Context: an optimization exercise on an open-source flow, tuned for small area, a short achievable clock period and few clock cycles. The choices shown serve that exercise and are no tape-out recipe.
No functional check of the RTL was part of any run shown here.

## flow/design.v (module list and top-level ports; edited modules follow where they fit)
// module matmul_sequencer: 1270 lines
module matmul_sequencer (
  input  logic       clk,
  input  logic       rst,
  input  logic       rx_valid,
  input  logic [7:0] rx_data,
  output logic [7:0] tx_data,
  output logic       tx_valid,
  input  logic       tx_ready,
  output logic       busy,
  output logic       done,
  output logic       err
);
  // ...
==> flow/flow/run.sh <==
#!/bin/bash
# The standard layout, with repair_timing asked for a larger setup margin.
set -euo pipefail
bash standard.sh SETUP_SLACK_MARGIN=8.5 finish > standard.log 2>&1
==> flow/standard.sh <==
#!/bin/bash
# synth_recipe.tcl (not shown) runs the flow's synth.tcl, then flattens the netlist and writes it again
# the make line also repeats each setting of config.mk as NAME=value (left out here)
make -C /OpenROAD-flow-scripts/flow DESIGN_CONFIG=/design/flow/config.mk WORK_HOME=/design/flow/orfs CLKGATE_MAP_FILE= SYNTH_SCRIPT=/design/flow/synth_recipe.tcl "${@:-finish}"
==> flow/config.mk <==
export PLATFORM = sky130hd
export DESIGN_NAME = matmul_sequencer
export DESIGN_NICKNAME = matmul_sequencer
export VERILOG_FILES = /design/flow/design.v
export SDC_FILE = /design/flow/constraint.sdc
export NUM_CORES = 4
export LEC_CHECK = 0
export CAP_MARGIN = 20
export CORE_MARGIN = 2
export CORE_UTILIZATION = 40
export PLACE_DENSITY = 0.6
export SLEW_MARGIN = 20
==> flow/constraint.sdc <==
create_clock -name core_clock -period 11.0 [get_ports {clk}]
set_input_delay 2.2000 -clock core_clock [delete_from_list [all_inputs] [get_ports {clk}]]
set_output_delay 2.2000 -clock core_clock [all_outputs]
set_load 0.01 [all_outputs]
==> run_results.csv, run 1 <==
group,metric,value,unit
timing,setup_violations,0,
logic_synthesis,yosysSeqAreaShare,0.572,
detailed_routing,dr.pass1.iters,7,
cells_and_area,insertedDiodeCount,0,
setup_path,cp_slowest_cell,"fa_1",
cells_and_area,num-nonclk-inverters,348,
worst_hold_path,min-delay-start,"cr[9][12]",
setup_path,cp-endpoint,"cr[4][20]",
timing,max_freq,0.271,GHz
floorplan,coreArea,122000,sq um
outcome,status,"complete, no violations",
setup_path,worst-path-buf-inv,6,
setup_path,startpoint,"cut_q[13]",
logic_synthesis,ys_async_sr_fraction,0.0415,
detailed_routing,drt-met1-wl,62000,um
logic_synthesis,syn_area,49400,sq um
cells_and_area,final_util,0.533,
floorplan,fp-row-count,128,
cells_and_area,n_fill_cell,9851,
logic_synthesis,yosys-top-cells-area,"dfxtp_1 (48%), fa_1 (9.2%), edfxtp_1 (5.8%)",
logic_synthesis,synth_top_family_by_area,"adder cells",
cells_and_area,regArea,28300,sq um
worst_hold_path,hold_path_depth,0,
==> run 2, diff against run 1 <==
--- a/flow/design.v
+++ b/flow/design.v
@@ -18,16 +18,17 @@
   logic [31:0] hw_q;
   logic [1:0]  tk_q, tr_q, tj_q;
   logic        tfirst_q, tfinal_q, apend_q;
   logic [2:0]  pc_q;
   logic [31:0] ar [0:3][0:3];
   logic [31:0] cr [0:3][0:3];
   logic [31:0] ains [0:3];
   logic [31:0] cins [0:3];
+  logic [31:0] s2s_q, s2c_q;
   logic        s2v_q, s2fin_q, s2last_q;
   logic [1:0]  s2j_q;
   logic        wfin_q;
   logic [1:0]  wfj_q;
   logic [2:0]  fcol_q;
   logic [31:0] w_q;
   logic        wv_q, wlast_q;
   logic [1:0]  wb_q, oi_q, oj_q;
@@ -48,18 +49,18 @@
     if (rxv) word_q <= word_d[23:0];
     if (wend) hw_q <= word_d;
   end
   always_comb begin
     for (int k = 0; k < 4; k++) begin
       ains[k] = (awe && tk_q == 2'(k)) ? hw_q : ar[k][3];
     end
   end
-  logic [31:0] sum2, t_s, t_c;
-  assign sum2 = t_s + t_c;
+  logic [31:0] sum2;
+  assign sum2 = s2s_q + s2c_q;
   always_comb begin
     for (int j = 0; j < 4; j++) begin
       cins[j] = (s2v_q && s2j_q == 2'(j)) ? sum2 : cr[j][3];
     end
   end
   always_ff @(posedge clk) begin
     for (int k = 0; k < 4; k++) begin
       ar[k][0] <= ains[k];
@@ -96,18 +97,17 @@
     pp[16] = '0;
     for (int i = 0; i < 16; i++) begin
       logic [31:0] sel;
       sel = ({32{bone_q[i]}} & hw_q) | ({32{btwo_q[i]}} & hx[31:0]);
       pp[i] = (sel ^ {32{bneg_q[i]}}) << (2*i);
       pp[16][2*i] = bneg_q[i];
     end
   end
-  localparam int NB = 124;
-  logic [NB-1:0] cut_d, cut_q;
+  logic [31:0] t_s, t_c;
   logic s1, c2;
   logic s3, c4;
   logic s5, c6;
   logic s7, c8;
   logic s9, c10;
   logic s11, c12;
   logic s13, c14;
   logic s15, c16;
@@ -776,263 +776,139 @@
   assign s399 = s288 ^ c285 ^ s290;
   assign c400 = (s288 & c285) | (s288 & s290) | (c285 & s290);
   assign s401 = c287 ^ s292 ^ c289;
   assign c402 = (c287 & s292) | (c287 & c289) | (s292 & c289);
   assign s403 = s294 ^ c291 ^ s296;
   assign c404 = (s294 & c291) | (s294 & s296) | (c291 & s296);
   assign x405 = c293 ^ x298 ^ x299;
   assign x406 = c295 ^ x300 ^ c297;
-  assign cut_d[0] = bneg_q[0];
-  assign cut_d[1] = pp[0][0];
-  assign cut_d[2] = cadd[0];
-  assign cut_d[3] = pp[0][1];
-  assign cut_d[4] = cadd[1];
-  assign cut_d[5] = bneg_q[1];
-  assign cut_d[6] = pp[0][2];
-  assign cut_d[7] = pp[1][2];
-  assign cut_d[8] = cadd[2];
-  assign cut_d[9] = pp[0][3];
-  assign cut_d[10] = pp[1][3];
-  assign cut_d[11] = cadd[3];
-  assign cut_d[12] = pp[1][4];
-  assign cut_d[13] = pp[2][4];
-  assign cut_d[14] = cadd[4];
-  assign cut_d[15] = s301;
-  assign cut_d[16] = pp[2][5];
-  assign cut_d[17] = cadd[5];
-  assign cut_d[18] = c302;
-  assign cut_d[19] = s303;
-  assign cut_d[20] = cadd[6];
-  assign cut_d[21] = c304;
-  assign cut_d[22] = s305;
-  assign cut_d[23] = s307;
-  assign cut_d[24] = c306;
-  assign cut_d[25] = c308;
-  assign cut_d[26] = s309;
-  assign cut_d[27] = s311;
-  assign cut_d[28] = c310;
-  assign cut_d[29] = c312;
-  assign cut_d[30] = s313;
-  assign cut_d[31] = s315;
-  assign cut_d[32] = c314;
-  assign cut_d[33] = c316;
-  assign cut_d[34] = s317;
-  assign cut_d[35] = s319;
-  assign cut_d[36] = c318;
-  assign cut_d[37] = c320;
-  assign cut_d[38] = s321;
-  assign cut_d[39] = s323;
-  assign cut_d[40] = c322;
-  assign cut_d[41] = c324;
-  assign cut_d[42] = s325;
-  assign cut_d[43] = s327;
-  assign cut_d[44] = c326;
-  assign cut_d[45] = c328;
-  assign cut_d[46] = s329;
-  assign cut_d[47] = s331;
-  assign cut_d[48] = c330;
-  assign cut_d[49] = c332;
-  assign cut_d[50] = s333;
-  assign cut_d[51] = s335;
-  assign cut_d[52] = c334;
-  assign cut_d[53] = c336;
-  assign cut_d[54] = s337;
-  assign cut_d[55] = s339;
-  assign cut_d[56] = c338;
-  assign cut_d[57] = c340;
-  assign cut_d[58] = s341;
-  assign cut_d[59] = s343;
-  assign cut_d[60] = c342;
-  assign cut_d[61] = c344;
-  assign cut_d[62] = s345;
-  assign cut_d[63] = s347;
-  assign cut_d[64] = c346;
-  assign cut_d[65] = c348;
-  assign cut_d[66] = s349;
-  assign cut_d[67] = s351;
-  assign cut_d[68] = c350;
-  assign cut_d[69] = c352;
-  assign cut_d[70] = s353;
-  assign cut_d[71] = s355;
-  assign cut_d[72] = c354;
-  assign cut_d[73] = c356;
-  assign cut_d[74] = s357;
-  assign cut_d[75] = s359;
-  assign cut_d[76] = c358;
-  assign cut_d[77] = c360;
-  assign cut_d[78] = s361;
-  assign cut_d[79] = s363;
-  assign cut_d[80] = c362;
-  assign cut_d[81] = c364;
-  assign cut_d[82] = s365;
-  assign cut_d[83] = s367;
-  assign cut_d[84] = c366;
-  assign cut_d[85] = c368;
-  assign cut_d[86] = s369;
-  assign cut_d[87] = s371;
-  assign cut_d[88] = c370;
-  assign cut_d[89] = c372;
-  assign cut_d[90] = s373;
-  assign cut_d[91] = s375;
-  assign cut_d[92] = c374;
-  assign cut_d[93] = c376;
-  assign cut_d[94] = s377;
-  assign cut_d[95] = s379;
-  assign cut_d[96] = c378;
-  assign cut_d[97] = c380;
-  assign cut_d[98] = s381;
-  assign cut_d[99] = s383;
-  assign cut_d[100] = c382;
-  assign cut_d[101] = c384;
-  assign cut_d[102] = s385;
-  assign cut_d[103] = s387;
-  assign cut_d[104] = c386;
-  assign cut_d[105] = c388;
-  assign cut_d[106] = s389;
-  assign cut_d[107] = s391;
-  assign cut_d[108] = c390;
-  assign cut_d[109] = c392;
-  assign cut_d[110] = s393;
-  assign cut_d[111] = s395;
-  assign cut_d[112] = c394;
-  assign cut_d[113] = c396;
-  assign cut_d[114] = s397;
-  assign cut_d[115] = s399;
-  assign cut_d[116] = c398;
-  assign cut_d[117] = c400;
-  assign cut_d[118] = s401;
-  assign cut_d[119] = s403;
-  assign cut_d[120] = c402;
-  assign cut_d[121] = c404;
-  assign cut_d[122] = x405;
-  assign cut_d[123] = x406;
-  assign s407 = cut_q[5] ^ cut_q[6];
-  assign c408 = cut_q[5] & cut_q[6];
-  assign s409 = cut_q[9] ^ cut_q[10];
-  assign c410 = cut_q[9] & cut_q[10];
-  assign s411 = cut_q[12] ^ cut_q[13] ^ cut_q[14];
-  assign c412 = (cut_q[12] & cut_q[13]) | (cut_q[12] & cut_q[14]) | (cut_q[13] & cut_q[14]);
-  assign s413 = cut_q[16] ^ cut_q[17] ^ cut_q[18];
-  assign c414 = (cut_q[16] & cut_q[17]) | (cut_q[16] & cut_q[18]) | (cut_q[17] & cut_q[18]);
-  assign s415 = cut_q[20] ^ cut_q[21] ^ cut_q[22];
-  assign c416 = (cut_q[20] & cut_q[21]) | (cut_q[20] & cut_q[22]) | (cut_q[21] & cut_q[22]);
-  assign s417 = cut_q[24] ^ cut_q[25] ^ cut_q[26];
-  assign c418 = (cut_q[24] & cut_q[25]) | (cut_q[24] & cut_q[26]) | (cut_q[25] & cut_q[26]);
-  assign s419 = cut_q[28] ^ cut_q[29] ^ cut_q[30];
-  assign c420 = (cut_q[28] & cut_q[29]) | (cut_q[28] & cut_q[30]) | (cut_q[29] & cut_q[30]);
-  assign s421 = cut_q[32] ^ cut_q[33] ^ cut_q[34];
-  assign c422 = (cut_q[32] & cut_q[33]) | (cut_q[32] & cut_q[34]) | (cut_q[33] & cut_q[34]);
-  assign s423 = cut_q[36] ^ cut_q[37] ^ cut_q[38];
-  assign c424 = (cut_q[36] & cut_q[37]) | (cut_q[36] & cut_q[38]) | (cut_q[37] & cut_q[38]);
-  assign s425 = cut_q[40] ^ cut_q[41] ^ cut_q[42];
-  assign c426 = (cut_q[40] & cut_q[41]) | (cut_q[40] & cut_q[42]) | (cut_q[41] & cut_q[42]);
-  assign s427 = cut_q[44] ^ cut_q[45] ^ cut_q[46];
-  assign c428 = (cut_q[44] & cut_q[45]) | (cut_q[44] & cut_q[46]) | (cut_q[45] & cut_q[46]);
-  assign s429 = cut_q[48] ^ cut_q[49] ^ cut_q[50];
-  assign c430 = (cut_q[48] & cut_q[49]) | (cut_q[48] & cut_q[50]) | (cut_q[49] & cut_q[50]);
-  assign s431 = cut_q[52] ^ cut_q[53] ^ cut_q[54];
-  assign c432 = (cut_q[52] & cut_q[53]) | (cut_q[52] & cut_q[54]) | (cut_q[53] & cut_q[54]);
-  assign s433 = cut_q[56] ^ cut_q[57] ^ cut_q[58];
-  assign c434 = (cut_q[56] & cut_q[57]) | (cut_q[56] & cut_q[58]) | (cut_q[57] & cut_q[58]);
-  assign s435 = cut_q[60] ^ cut_q[61] ^ cut_q[62];
-  assign c436 = (cut_q[60] & cut_q[61]) | (cut_q[60] & cut_q[62]) | (cut_q[61] & cut_q[62]);
-  assign s437 = cut_q[64] ^ cut_q[65] ^ cut_q[66];
-  assign c438 = (cut_q[64] & cut_q[65]) | (cut_q[64] & cut_q[66]) | (cut_q[65] & cut_q[66]);
-  assign s439 = cut_q[68] ^ cut_q[69] ^ cut_q[70];
-  assign c440 = (cut_q[68] & cut_q[69]) | (cut_q[68] & cut_q[70]) | (cut_q[69] & cut_q[70]);
-  assign s441 = cut_q[72] ^ cut_q[73] ^ cut_q[74];
-  assign c442 = (cut_q[72] & cut_q[73]) | (cut_q[72] & cut_q[74]) | (cut_q[73] & cut_q[74]);
-  assign s443 = cut_q[76] ^ cut_q[77] ^ cut_q[78];
-  assign c444 = (cut_q[76] & cut_q[77]) | (cut_q[76] & cut_q[78]) | (cut_q[77] & cut_q[78]);
-  assign s445 = cut_q[80] ^ cut_q[81] ^ cut_q[82];
-  assign c446 = (cut_q[80] & cut_q[81]) | (cut_q[80] & cut_q[82]) | (cut_q[81] & cut_q[82]);
-  assign s447 = cut_q[84] ^ cut_q[85] ^ cut_q[86];
-  assign c448 = (cut_q[84] & cut_q[85]) | (cut_q[84] & cut_q[86]) | (cut_q[85] & cut_q[86]);
-  assign s449 = cut_q[88] ^ cut_q[89] ^ cut_q[90];
-  assign c450 = (cut_q[88] & cut_q[89]) | (cut_q[88] & cut_q[90]) | (cut_q[89] & cut_q[90]);
-  assign s451 = cut_q[92] ^ cut_q[93] ^ cut_q[94];
-  assign c452 = (cut_q[92] & cut_q[93]) | (cut_q[92] & cut_q[94]) | (cut_q[93] & cut_q[94]);
-  assign s453 = cut_q[96] ^ cut_q[97] ^ cut_q[98];
-  assign c454 = (cut_q[96] & cut_q[97]) | (cut_q[96] & cut_q[98]) | (cut_q[97] & cut_q[98]);
-  assign s455 = cut_q[100] ^ cut_q[101] ^ cut_q[102];
-  assign c456 = (cut_q[100] & cut_q[101]) | (cut_q[100] & cut_q[102]) | (cut_q[101] & cut_q[102]);
-  assign s457 = cut_q[104] ^ cut_q[105] ^ cut_q[106];
-  assign c458 = (cut_q[104] & cut_q[105]) | (cut_q[104] & cut_q[106]) | (cut_q[105] & cut_q[106]);
-  assign s459 = cut_q[108] ^ cut_q[109] ^ cut_q[110];
-  assign c460 = (cut_q[108] & cut_q[109]) | (cut_q[108] & cut_q[110]) | (cut_q[109] & cut_q[110]);
-  assign s461 = cut_q[112] ^ cut_q[113] ^ cut_q[114];
-  assign c462 = (cut_q[112] & cut_q[113]) | (cut_q[112] & cut_q[114]) | (cut_q[113] & cut_q[114]);
-  assign s463 = cut_q[116] ^ cut_q[117] ^ cut_q[118];
-  assign c464 = (cut_q[116] & cut_q[117]) | (cut_q[116] & cut_q[118]) | (cut_q[117] & cut_q[118]);
-  assign x465 = cut_q[120] ^ cut_q[121] ^ cut_q[122];
-  assign s466 = cut_q[0] ^ cut_q[1];
-  assign c467 = cut_q[0] & cut_q[1];
-  assign s468 = cut_q[3] ^ cut_q[4];
-  assign c469 = cut_q[3] & cut_q[4];
-  assign s470 = cut_q[7] ^ cut_q[8] ^ s407;
-  assign c471 = (cut_q[7] & cut_q[8]) | (cut_q[7] & s407) | (cut_q[8] & s407);
-  assign s472 = cut_q[11] ^ c408 ^ s409;
-  assign c473 = (cut_q[11] & c408) | (cut_q[11] & s409) | (c408 & s409);
-  assign s474 = cut_q[15] ^ c410 ^ s411;
-  assign c475 = (cut_q[15] & c410) | (cut_q[15] & s411) | (c410 & s411);
-  assign s476 = cut_q[19] ^ c412 ^ s413;
-  assign c477 = (cut_q[19] & c412) | (cut_q[19] & s413) | (c412 & s413);
-  assign s478 = cut_q[23] ^ c414 ^ s415;
-  assign c479 = (cut_q[23] & c414) | (cut_q[23] & s415) | (c414 & s415);
-  assign s480 = cut_q[27] ^ c416 ^ s417;
-  assign c481 = (cut_q[27] & c416) | (cut_q[27] & s417) | (c416 & s417);
-  assign s482 = cut_q[31] ^ c418 ^ s419;
-  assign c483 = (cut_q[31] & c418) | (cut_q[31] & s419) | (c418 & s419);
-  assign s484 = cut_q[35] ^ c420 ^ s421;
-  assign c485 = (cut_q[35] & c420) | (cut_q[35] & s421) | (c420 & s421);
-  assign s486 = cut_q[39] ^ c422 ^ s423;
-  assign c487 = (cut_q[39] & c422) | (cut_q[39] & s423) | (c422 & s423);
-  assign s488 = cut_q[43] ^ c424 ^ s425;
-  assign c489 = (cut_q[43] & c424) | (cut_q[43] & s425) | (c424 & s425);
-  assign s490 = cut_q[47] ^ c426 ^ s427;
-  assign c491 = (cut_q[47] & c426) | (cut_q[47] & s427) | (c426 & s427);
-  assign s492 = cut_q[51] ^ c428 ^ s429;
-  assign c493 = (cut_q[51] & c428) | (cut_q[51] & s429) | (c428 & s429);
-  assign s494 = cut_q[55] ^ c430 ^ s431;
-  assign c495 = (cut_q[55] & c430) | (cut_q[55] & s431) | (c430 & s431);
-  assign s496 = cut_q[59] ^ c432 ^ s433;
-  assign c497 = (cut_q[59] & c432) | (cut_q[59] & s433) | (c432 & s433);
-  assign s498 = cut_q[63] ^ c434 ^ s435;
-  assign c499 = (cut_q[63] & c434) | (cut_q[63] & s435) | (c434 & s435);
-  assign s500 = cut_q[67] ^ c436 ^ s437;
-  assign c501 = (cut_q[67] & c436) | (cut_q[67] & s437) | (c436 & s437);
-  assign s502 = cut_q[71] ^ c438 ^ s439;
-  assign c503 = (cut_q[71] & c438) | (cut_q[71] & s439) | (c438 & s439);
-  assign s504 = cut_q[75] ^ c440 ^ s441;
-  assign c505 = (cut_q[75] & c440) | (cut_q[75] & s441) | (c440 & s441);
-  assign s506 = cut_q[79] ^ c442 ^ s443;
-  assign c507 = (cut_q[79] & c442) | (cut_q[79] & s443) | (c442 & s443);
-  assign s508 = cut_q[83] ^ c444 ^ s445;
-  assign c509 = (cut_q[83] & c444) | (cut_q[83] & s445) | (c444 & s445);
-  assign s510 = cut_q[87] ^ c446 ^ s447;
-  assign c511 = (cut_q[87] & c446) | (cut_q[87] & s447) | (c446 & s447);
-  assign s512 = cut_q[91] ^ c448 ^ s449;
-  assign c513 = (cut_q[91] & c448) | (cut_q[91] & s449) | (c448 & s449);
-  assign s514 = cut_q[95] ^ c450 ^ s451;
-  assign c515 = (cut_q[95] & c450) | (cut_q[95] & s451) | (c450 & s451);
-  assign s516 = cut_q[99] ^ c452 ^ s453;
-  assign c517 = (cut_q[99] & c452) | (cut_q[99] & s453) | (c452 & s453);
-  assign s518 = cut_q[103] ^ c454 ^ s455;
-  assign c519 = (cut_q[103] & c454) | (cut_q[103] & s455) | (c454 & s455);
-  assign s520 = cut_q[107] ^ c456 ^ s457;
-  assign c521 = (cut_q[107] & c456) | (cut_q[107] & s457) | (c456 & s457);
-  assign s522 = cut_q[111] ^ c458 ^ s459;
-  assign c523 = (cut_q[111] & c458) | (cut_q[111] & s459) | (c458 & s459);
-  assign s524 = cut_q[115] ^ c460 ^ s461;
-  assign c525 = (cut_q[115] & c460) | (cut_q[115] & s461) | (c460 & s461);
-  assign s526 = cut_q[119] ^ c462 ^ s463;
-  assign c527 = (cut_q[119] & c462) | (cut_q[119] & s463) | (c462 & s463);
-  assign x528 = cut_q[123] ^ x465 ^ c464;
-  assign t_s[0] = cut_q[2];
+  assign s407 = bneg_q[1] ^ pp[0][2];
+  assign c408 = bneg_q[1] & pp[0][2];
+  assign s409 = pp[0][3] ^ pp[1][3];
+  assign c410 = pp[0][3] & pp[1][3];
+  assign s411 = pp[1][4] ^ pp[2][4] ^ s301;
+  assign c412 = (pp[1][4] & pp[2][4]) | (pp[1][4] & s301) | (pp[2][4] & s301);
+  assign s413 = pp[2][5] ^ c302 ^ s303;
+  assign c414 = (pp[2][5] & c302) | (pp[2][5] & s303) | (c302 & s303);
+  assign s415 = c304 ^ s307 ^ cadd[6];
+  assign c416 = (c304 & s307) | (c304 & cadd[6]) | (s307 & cadd[6]);
+  assign s417 = c308 ^ c306 ^ s309;
+  assign c418 = (c308 & c306) | (c308 & s309) | (c306 & s309);
+  assign s419 = c310 ^ s313 ^ c312;
+  assign c420 = (c310 & s313) | (c310 & c312) | (s313 & c312);
+  assign s421 = c314 ^ s317 ^ c316;
+  assign c422 = (c314 & s317) | (c314 & c316) | (s317 & c316);
+  assign s423 = c318 ^ c320 ^ s321;
+  assign c424 = (c318 & c320) | (c318 & s321) | (c320 & s321);
+  assign s425 = c322 ^ s325 ^ c324;
+  assign c426 = (c322 & s325) | (c322 & c324) | (s325 & c324);
+  assign s427 = c326 ^ s329 ^ c328;
+  assign c428 = (c326 & s329) | (c326 & c328) | (s329 & c328);
+  assign s429 = c330 ^ c332 ^ s333;
+  assign c430 = (c330 & c332) | (c330 & s333) | (c332 & s333);
+  assign s431 = c334 ^ s337 ^ c336;
+  assign c432 = (c334 & s337) | (c334 & c336) | (s337 & c336);
+  assign s433 = c338 ^ s341 ^ c340;
+  assign c434 = (c338 & s341) | (c338 & c340) | (s341 & c340);
+  assign s435 = c342 ^ s345 ^ c344;
+  assign c436 = (c342 & s345) | (c342 & c344) | (s345 & c344);
+  assign s437 = c346 ^ s349 ^ c348;
+  assign c438 = (c346 & s349) | (c346 & c348) | (s349 & c348);
+  assign s439 = c350 ^ s353 ^ c352;
+  assign c440 = (c350 & s353) | (c350 & c352) | (s353 & c352);
+  assign s441 = c354 ^ s357 ^ c356;
+  assign c442 = (c354 & s357) | (c354 & c356) | (s357 & c356);
+  assign s443 = c358 ^ s361 ^ c360;
+  assign c444 = (c358 & s361) | (c358 & c360) | (s361 & c360);
+  assign s445 = c362 ^ s365 ^ c364;
+  assign c446 = (c362 & s365) | (c362 & c364) | (s365 & c364);
+  assign s447 = c366 ^ c368 ^ s369;
+  assign c448 = (c366 & c368) | (c366 & s369) | (c368 & s369);
+  assign s449 = c370 ^ s373 ^ c372;
+  assign c450 = (c370 & s373) | (c370 & c372) | (s373 & c372);
+  assign s451 = c374 ^ s377 ^ c376;
+  assign c452 = (c374 & s377) | (c374 & c376) | (s377 & c376);
+  assign s453 = c378 ^ s381 ^ c380;
+  assign c454 = (c378 & s381) | (c378 & c380) | (s381 & c380);
+  assign s455 = c382 ^ s385 ^ c384;
+  assign c456 = (c382 & s385) | (c382 & c384) | (s385 & c384);
+  assign s457 = c386 ^ s389 ^ c388;
+  assign c458 = (c386 & s389) | (c386 & c388) | (s389 & c388);
+  assign s459 = c390 ^ s393 ^ c392;
+  assign c460 = (c390 & s393) | (c390 & c392) | (s393 & c392);
+  assign s461 = c394 ^ s397 ^ c396;
+  assign c462 = (c394 & s397) | (c394 & c396) | (s397 & c396);
+  assign s463 = c398 ^ s401 ^ c400;
+  assign c464 = (c398 & s401) | (c398 & c400) | (s401 & c400);
+  assign x465 = x405 ^ c402 ^ x406;
+  assign s466 = bneg_q[0] ^ pp[0][0];
+  assign c467 = bneg_q[0] & pp[0][0];
+  assign s468 = pp[0][1] ^ cadd[1];
+  assign c469 = pp[0][1] & cadd[1];
+  assign s470 = pp[1][2] ^ s407 ^ cadd[2];
+  assign c471 = (pp[1][2] & s407) | (pp[1][2] & cadd[2]) | (s407 & cadd[2]);
+  assign s472 = c408 ^ s409 ^ cadd[3];
+  assign c473 = (c408 & s409) | (c408 & cadd[3]) | (s409 & cadd[3]);
+  assign s474 = c410 ^ cadd[4] ^ s411;
+  assign c475 = (c410 & cadd[4]) | (c410 & s411) | (cadd[4] & s411);
+  assign s476 = cadd[5] ^ c412 ^ s413;
+  assign c477 = (cadd[5] & c412) | (cadd[5] & s413) | (c412 & s413);
+  assign s478 = s305 ^ c414 ^ s415;
+  assign c479 = (s305 & c414) | (s305 & s415) | (c414 & s415);
+  assign s480 = s311 ^ c416 ^ s417;
+  assign c481 = (s311 & c416) | (s311 & s417) | (c416 & s417);
+  assign s482 = s315 ^ c418 ^ s419;
+  assign c483 = (s315 & c418) | (s315 & s419) | (c418 & s419);
+  assign s484 = s319 ^ c420 ^ s421;
+  assign c485 = (s319 & c420) | (s319 & s421) | (c420 & s421);
+  assign s486 = s323 ^ c422 ^ s423;
+  assign c487 = (s323 & c422) | (s323 & s423) | (c422 & s423);
+  assign s488 = s327 ^ c424 ^ s425;
+  assign c489 = (s327 & c424) | (s327 & s425) | (c424 & s425);
+  assign s490 = s331 ^ c426 ^ s427;
+  assign c491 = (s331 & c426) | (s331 & s427) | (c426 & s427);
+  assign s492 = s335 ^ c428 ^ s429;
+  assign c493 = (s335 & c428) | (s335 & s429) | (c428 & s429);
+  assign s494 = c430 ^ s339 ^ s431;
+  assign c495 = (c430 & s339) | (c430 & s431) | (s339 & s431);
+  assign s496 = s343 ^ c432 ^ s433;
+  assign c497 = (s343 & c432) | (s343 & s433) | (c432 & s433);
+  assign s498 = s347 ^ c434 ^ s435;
+  assign c499 = (s347 & c434) | (s347 & s435) | (c434 & s435);
+  assign s500 = s351 ^ c436 ^ s437;
+  assign c501 = (s351 & c436) | (s351 & s437) | (c436 & s437);
+  assign s502 = s355 ^ c438 ^ s439;
+  assign c503 = (s355 & c438) | (s355 & s439) | (c438 & s439);
+  assign s504 = s359 ^ c440 ^ s441;
+  assign c505 = (s359 & c440) | (s359 & s441) | (c440 & s441);
+  assign s506 = s363 ^ c442 ^ s443;
+  assign c507 = (s363 & c442) | (s363 & s443) | (c442 & s443);
+  assign s508 = s367 ^ c444 ^ s445;
+  assign c509 = (s367 & c444) | (s367 & s445) | (c444 & s445);
+  assign s510 = s371 ^ c446 ^ s447;
+  assign c511 = (s371 & c446) | (s371 & s447) | (c446 & s447);
+  assign s512 = s375 ^ c448 ^ s449;
+  assign c513 = (s375 & c448) | (s375 & s449) | (c448 & s449);
+  assign s514 = s379 ^ c450 ^ s451;
+  assign c515 = (s379 & c450) | (s379 & s451) | (c450 & s451);
+  assign s516 = s383 ^ c452 ^ s453;
+  assign c517 = (s383 & c452) | (s383 & s453) | (c452 & s453);
+  assign s518 = s387 ^ c454 ^ s455;
+  assign c519 = (s387 & c454) | (s387 & s455) | (c454 & s455);
+  assign s520 = s391 ^ c456 ^ s457;
+  assign c521 = (s391 & c456) | (s391 & s457) | (c456 & s457);
+  assign s522 = s395 ^ c458 ^ s459;
+  assign c523 = (s395 & c458) | (s395 & s459) | (c458 & s459);
+  assign s524 = s399 ^ c460 ^ s461;
+  assign c525 = (s399 & c460) | (s399 & s461) | (c460 & s461);
+  assign s526 = s403 ^ c462 ^ s463;
+  assign c527 = (s403 & c462) | (s403 & s463) | (c462 & s463);
+  assign x528 = c404 ^ x465 ^ c464;
+  assign t_s[0] = cadd[0];
   assign t_c[0] = s466;
   assign t_s[1] = c467;
   assign t_c[1] = s468;
   assign t_s[2] = c469;
   assign t_c[2] = s470;
   assign t_s[3] = c471;
   assign t_c[3] = s472;
   assign t_s[4] = c473;
@@ -1086,17 +962,20 @@
   assign t_s[28] = c521;
   assign t_c[28] = s522;
   assign t_s[29] = c523;
   assign t_c[29] = s524;
   assign t_s[30] = c525;
   assign t_c[30] = s526;
   assign t_s[31] = c527;
   assign t_c[31] = x528;
-  always_ff @(posedge clk) cut_q <= cut_d;
+  always_ff @(posedge clk) begin
+    s2s_q <= t_s;
+    s2c_q <= t_c;
+  end
   logic        take, txfree, busy_eff, tx_go, w_to_tx, wfree, avail, load, direct;
   logic [31:0] src;
   logic [7:0]  wbyte;
   assign take     = tx_valid_q & tx_ready;
   assign txfree   = ~tx_valid_q | tx_ready;
   assign busy_eff = busy_q | going_busy;
   assign tx_go    = txfree & busy_eff;
   assign w_to_tx  = tx_go & wv_q;
==> flow/run.sh (new file) <==
#!/bin/bash
# synth_recipe.tcl (not shown) runs the flow's synth.tcl, then flattens the netlist and writes it again
# the make line also repeats each setting of config.mk as NAME=value (left out here)
make -C /OpenROAD-flow-scripts/flow DESIGN_CONFIG=/design/flow/config.mk WORK_HOME=/design/flow/orfs CLKGATE_MAP_FILE= SYNTH_SCRIPT=/design/flow/synth_recipe.tcl finish
removed: flow/flow/run.sh
removed: flow/standard.sh
==> run_results.csv, run 2 <==
group,metric,value,unit
setup_path,crit_type,"reg2reg",
clock_tree,clkSinkCount,1288,
setup_path,startpoint_type,"flip-flop",
floorplan,die_h,352,um
global_route,grt_pass1_wl,180000,um
logic_synthesis,syn_area,48600,sq um
clock_tree,tritoncts,"done",
clock_tree,cts_htree_levels,3,
clock_tree,clk_path_buf_depth,3,
setup_path,cp_slowest_cell,"dfxtp_1",
clock_tree,postCtsSetupBuffers,0,
setup_path,worstPathRequired,11.61,ns
cells_and_area,drive_gt1_frac,0.121,
floorplan,start_util,0.404,
detailed_routing,drc,0,
setup_path,end_kind,"flip-flop",
floorplan,coreArea,120000,sq um
timing,skew,0.0251,ns
global_route,antenna_found_initial,5,
timing,drv_slew,0,
floorplan,pin_count,24,
cells_and_area,insertedDiodeCount,0,
floorplan,dieArea,124000,sq um
timing,fin_crit_sh,0.508,
cells_and_area,layout.nets,4286,
setup_path,crit_chain,"clkinv_1 -> xnor2_1 -> fa_1 -> fa_1 -> fa_1 -> fa_1 -> fa_1 -> xor2_1 -> xnor2_1 -> xnor2_1 -> xnor2_1 -> xnor2_1 -> xnor2_1",
clock_tree,clk_latency,0.73,ns
timing,final.min_clock_period,5.59,ns
timing,tightest_slew,1.11,ns
logic_synthesis,synth_cells,4026,
logic_synthesis,ys_ff_latch,1288,
setup_path,path_common_cell,"xnor2_1",
logic_synthesis,synth_top_area_share,0.468,
logic_synthesis,yosys-top-cells-area,"dfxtp_1 (47%), fa_1 (9.3%), edfxtp_1 (5.9%)",
cells_and_area,layout_common_cells,"dfxtp_1 (1,133), inv_1 (305), nand2_1 (305)",
cells_and_area,final_area,54400,sq um
cells_and_area,final_common_cell,"dfxtp_1",
cells_and_area,area_growth,12.0,%
logic_synthesis,synthesis.nets,4347,
clock_tree,cts_hold_buf,0,
logic_synthesis,yosys_warnings,6,
detailed_routing,drtAntennaViolNets,0,
placed_design,dp.final_hpwl,75800,um
setup_path,cp_max_fo,15,
cells_and_area,top_regs,"ar: 512 flops, cr: 512 flops",
global_route,grt_pass1_vias,29000,
placed_design,portBuffers,23,
clock_tree,cts_root_buffer,"clkbuf_16",
clock_tree,clk_pin_slew,0.07,ns
global_route,grt_max_degree,68,
clock_tree,cts_buffers,115,
detailed_routing,vias,28800,
detailed_routing,drtIter0Drc,2507,
logic_synthesis,ys_async_sr_fraction,0.0435,
logic_synthesis,synth_area_per_cell,12.1,sq um
logic_synthesis,yosysMostFrequentCell,"dfxtp_1",
logic_synthesis,synth_area_leader_cell,"dfxtp_1",
setup_path,arrival,6.20,ns
detailed_routing,via_per_inst,5.08,
floorplan,fp-row-count,127,
timing,setup_violations,0,
placed_design,finalWeightedCongestion,0.834,
placed_design,dpl_cell_area,50300,sq um
logic_synthesis,yosys-top-cells-count,"dfxtp_1 (1,136), nand2_1 (308), inv_1 (306)",
detailed_routing,wl_per_cell,20.8,um
timing,final-hold-violation-count,0,
timing,rsz0062_at_grt,"no",
job,cap_violations,0,
worst_hold_path,hold_path.class,"reg2reg",
floorplan,die_w,352,um
global_route,grt_usage,0.189,
timing,max_slew_margin,0.262,
cells_and_area,n_fill_cell,11000,
detailed_routing,dr.pass1.iters,6,
global_route,grt_overflow,0,
clock_tree,cts_resized,0,
logic_synthesis,yosysSeqAreaShare,0.557,
setup_path,slowest_delay,0.86,ns
logic_synthesis,synth_ff_type,"dfxtp_1",
detailed_routing,drt-total-wl,118000,um
outcome,status,"complete, no violations",
logic_synthesis,yosysUniqueCellTypes,90,
timing,max_freq,0.179,GHz
logic_synthesis,synth-edff-count,96,
timing,tns,0,ns
run 2: cell families (layout without fill, tap and decap cells):
group | after synthesis | count (layout) | synth area share
AO/OA/AOI/OAI | 657 | 657 | 0.0991
flip-flops | 1288 | 1288 | 0.557
buffers and inverters | 575 | 614 | 0.0453
XOR/XNOR | 365 | 365 | 0.0658
AND/OR/NAND/NOR | 589 | 589 | 0.0561
adder cells (fa/ha/maj) | 309 | 309 | 0.115
multiplexers | 243 | 243 | 0.0625
run 2: per-stage QoR:
step                hold WS, ns  setup slack [ns]  instances   util
CTS                       0.312              5.40       5677  0.453
detailed placement        0.312              5.21       5460  0.419
global placement          0.309              5.23       5460  0.419
floorplan                 0.310              6.16       4026      -
finish                    0.313              5.41       5677  0.453
global route              0.316              5.16       5677  0.453
run 2: final timing paths:
check / slack [ns] / cells after the start / to / start
worst min register to register: 0.31 / 0 / cr[14][0] / cr[13][0]
max in group asynchronous: 8.42 / 3 / tj_q[1] / rst
worst max-delay path: 5.41 / 13 / s2c_q[31] / bneg_q[3]
min in group asynchronous: 2.01 / 3 / ck_q[1] / rst
worst min-delay path: 0.31 / 0 / cr[14][0] / cr[13][0]
worst max register to register: 5.41 / 13 / s2c_q[31] / bneg_q[3]
run 2: per-layer routing:
metal | GRT usage | up-vias | share of wire
met5 | 0 | - | 0.00019
met4 | 0.0541 | 4 | 0.024
met1 | 0.265 | 14400 | 0.47
met2 | 0.298 | 844 | 0.45
met3 | 0.0346 | 206 | 0.056
li1 | - | 13400 | -
run 2: layout make-up:
cell class / count / area [sq um] / area share
clock buffer: 169 / 3460 / 0.0636
clock inverter: 48 / 611 / 0.0112
inverter: 310 / 1160 / 0.0214
multi-input combinational: 2163 / 19400 / 0.356
sequential: 1288 / 27000 / 0.497
tap: 1612 / 2020 / 0.0371
timing repair buffer: 87 / 711 / 0.0131
run 2: worst max-delay path, delay by kind of cell (launching register included):
family	cells	cell delay (ns)
buffers and inverters	1	0.83
XOR/XNOR	7	1.35
adder cells (fa/ha/maj)	5	2.45
flip-flops	1	0.86

## separate check: timing with driven ports
In the flow no input, the clock included, has a driving cell. The finished layouts below were timed again as built, in two steps.
Step 1 (the two cells are an assumption about what drives the block):
set clk [get_ports {clk}]
set_driving_cell -lib_cell sky130_fd_sc_hd__clkbuf_16 $clk
set_driving_cell -lib_cell sky130_fd_sc_hd__buf_2 [delete_from_list [all_inputs] $clk]
Step 2 moves the port delays by t, midway between the first and last clock arrival at a register: inputs arrive t later, outputs are due t later. That takes back most of the time a late clock gives input paths.
a / b / c = ideal ports / drivers / drivers and shift; a / b = the first two.
| run | shift t [ns] | setup WS [ns] | worst register clock-pin slew, ns | worst slew at a driven data input, ns | cell pins on the clock port's net |
|---|---|---|---|---|---|
| run 1 | 0.821 | 7.305 / 7.305 / 6.888 | 0.07 / 0.07 | 0.10 | 1 |
| run 2 | 0.787 | 5.413 / 5.413 / 5.250 | 0.07 / 0.07 | 0.10 | 1 |
After both steps setup and hold are still met in every run listed. For run 1, which loses most, drivers alone change the setup slack by 0.000 ns; drivers and shift together by -0.417 ns.
